This design comes from an exercise in tuning for small area and a short achievable clock period on the open sky130 flow, not from production work. Only simulation tests tie the RTL to the original design; equivalence was not proved. Power figures rest on the tool's default switching activity, not on a simulated workload.

Design sync_fifo_param, start of the top module:
module sync_fifo_param #(
    parameter int WIDTH     = 8,
    parameter int ADDR_BITS = 9,
    parameter int AF_LEVEL  = 480,
    parameter int AE_LEVEL  = 32
) (
    input  logic                 clk,
    input  logic                 rst,
    input  logic                 wr,
    input  logic [WIDTH-1:0]     wr_data,
    output logic                 not_full,
    input  logic                 rd,
    output logic [WIDTH-1:0]     rd_data,
    output logic                 not_empty,
    output logic [ADDR_BITS:0]   count,
    output logic                 almost_full,
    output logic                 almost_empty,
    output logic                 overflow,
    output logic                 underflow,
    input  logic                 err_clr
);
    localparam int CW    = ADDR_BITS + 1;
    localparam int DEPTH = 2 ** ADDR_BITS;
    localparam int GRP   = 64;               
    localparam int NGRP  = DEPTH / GRP;
    logic [CW-1:0]    r_count;
    logic             r_not_full, r_not_empty, r_almost_full, r_almost_empty;
    logic             r_overflow, r_underflow;
    logic [WIDTH-1:0] r_rd_data;
    logic w_acc, r_acc, inc, dec;
    assign w_acc = ~wr & r_not_full;
    assign r_acc = ~rd & r_not_empty;
    assign inc   = w_acc & ~r_acc;
    assign dec   = r_acc & ~w_acc;
    logic [WIDTH*DEPTH-1:0] r_mem;
    always_ff @(posedge clk) begin
        if (w_acc) begin
            r_mem <= {r_mem[WIDTH*(DEPTH-1)-1:0], wr_data};
        end
    end
    logic [7:0] r_f0n [WIDTH/2];    
    logic [7:0] r_f1, r_f2;
    logic [WIDTH*NGRP-1:0] w_part, r_part;
    logic [DEPTH/8-1:0] w_rowsel;
    always_comb begin
        for (int k = 0; k < DEPTH/8; k++) w_rowsel[k] = r_f1[k % 8] & r_f2[k / 8];
    end
    always_comb begin
        for (int b = 0; b < WIDTH; b++) begin
            for (int g = 0; g < NGRP; g++) begin
                logic acc;
                acc = 1'b1;
                for (int k = 0; k < GRP/8; k++) begin
                    logic inner;
                    inner = 1'b1;
                    for (int a = 0; a < 8; a++) inner = inner & (r_f0n[b/2][a] | r_mem[((g*GRP/8 + k)*8 + a)*WIDTH + b]);
                    acc = acc & (~w_rowsel[g*GRP/8 + k] | inner);
                end
  ...
Size in the first run: roughly 4300 flip-flops, about 150000 µm² of cells after synthesis.
clock: 5.5 ns
lec_check: 0
cap_margin: 20
core_margin: 2
core_utilization: 70
place_density: 0.78
setup_slack_margin: 2.9
slew_margin: 20
standard.sh (not shown) runs the stock make flow with config.mk's settings and CLKGATE_MAP_FILE= SYNTH_SCRIPT=/design/flow/synth_recipe.tcl, a recipe that flattens the netlist after the stock synthesis.
==> flow/flow/run.sh <==
#!/bin/bash
set -euo pipefail
cd "$(dirname "${BASH_SOURCE[0]}")/.."
bash standard.sh \
  MATCH_CELL_FOOTPRINT=0 \
  "BUFFER_PORTS_ARGS=-buffer_cell sky130_fd_sc_hd__buf_4" \
  "CTS_ARGS=-sink_clustering_enable -repair_clock_nets -dont_use_dummy_load -sink_clustering_size 25 -sink_clustering_max_diameter 70" \
  finish > flow_make.log 2>&1
The baseline passed the timing, DRC and antenna checks.
Edit:
--- a/flow/flow/run.sh
+++ b/flow/flow/run.sh
@@ -7 +7 @@
-  "CTS_ARGS=-sink_clustering_enable -repair_clock_nets -dont_use_dummy_load -sink_clustering_size 25 -sink_clustering_max_diameter 70" \
+  "CTS_ARGS=-sink_clustering_enable -repair_clock_nets -dont_use_dummy_load -sink_clustering_size 30 -sink_clustering_max_diameter 60" \
Settings changed: CORE_UTILIZATION 70 to 60, PLACE_DENSITY 0.78 to 0.7, SETUP_SLACK_MARGIN 2.9 to 3.1.
The new run went through all stages and came out clean; synthesized area does not change; final cell count increases by 5.7%; via count decreases by 0.34%; maximum frequency increases by 4.3%; worst setup slack improves by 0.11 ns; routed wire length increases by 5.2%; hold slack degrades by 0.029 ns; clock power increases by about 3%; clock skew increases by 0.011 ns; synthesized cell count is unchanged; clock-buffer cell count increases by 9.
Edit:
--- a/flow/flow/run.sh
+++ b/flow/flow/run.sh
@@ -7 +7 @@
-  "CTS_ARGS=-sink_clustering_enable -repair_clock_nets -dont_use_dummy_load -sink_clustering_size 30 -sink_clustering_max_diameter 60" \
+  "CTS_ARGS=-sink_clustering_enable -repair_clock_nets -dont_use_dummy_load -sink_clustering_size 25 -sink_clustering_max_diameter 70" \
Via count barely changes.
Sequential power hardly moves.
Synthesized area does not change.
Cell area is about the same.
Core utilization hardly moves.
Edit:
Settings changed: CORE_UTILIZATION 60 to 78, PLACE_DENSITY 0.7 to 0.85.
After rerunning: The changed run ran to the end with no violations. Final area fell slightly. Global-route usage is higher by 10 points. Register-to-register slack degrades by 0.48 ns. Setup slack degrades by 0.48 ns. Routed wire length grows by roughly a tenth. Utilization went up by 19 points. Via count goes up by a little under a tenth. Clock power barely changes. Clock skew barely changes. Synthesized area is unchanged. Cell count goes down by a little under a tenth.

==> afterwards: timing with drivers on the ports <==
The flow's constraints put no driver on any port. The routed layouts listed below were extracted and timed again, unchanged, in two steps. Step 1, drivers: a clkbuf_16 drives clk and a buf_2 each remaining input, both assumed. Step 2 also shifts input and output timing later by t, the mid clock arrival at the registers, as if the neighbouring blocks saw the same clock. Three values: ideal, step 1, step 2; two values: the first two.
run | t (ns) | setup slack, ns | worst hold slack (ns) | clock arrival spread, ns | worst data-port slew with drivers (ns)
the first run | 0.952 | 2.871 / 2.845 / 2.114 | 0.411 / 0.411 / 0.411 | 0.096 / 0.096 | 0.04
the second run | 0.957 | 2.980 / 2.904 / 2.257 | 0.382 / 0.382 / 0.382 | 0.104 / 0.103 | 0.05
the third run | 0.924 | 2.982 / 2.917 / 2.264 | 0.403 / 0.403 / 0.403 | 0.123 / 0.122 | 0.05
the fourth run | 0.987 | 2.499 / 2.499 / 1.811 | 0.414 / 0.414 / 0.414 | 0.131 / 0.130 | 0.19
After both steps every run listed still meets setup and hold. The setup slack of the first run, which loses most, moves by -0.026 ns with the drivers and by -0.757 ns with both steps.
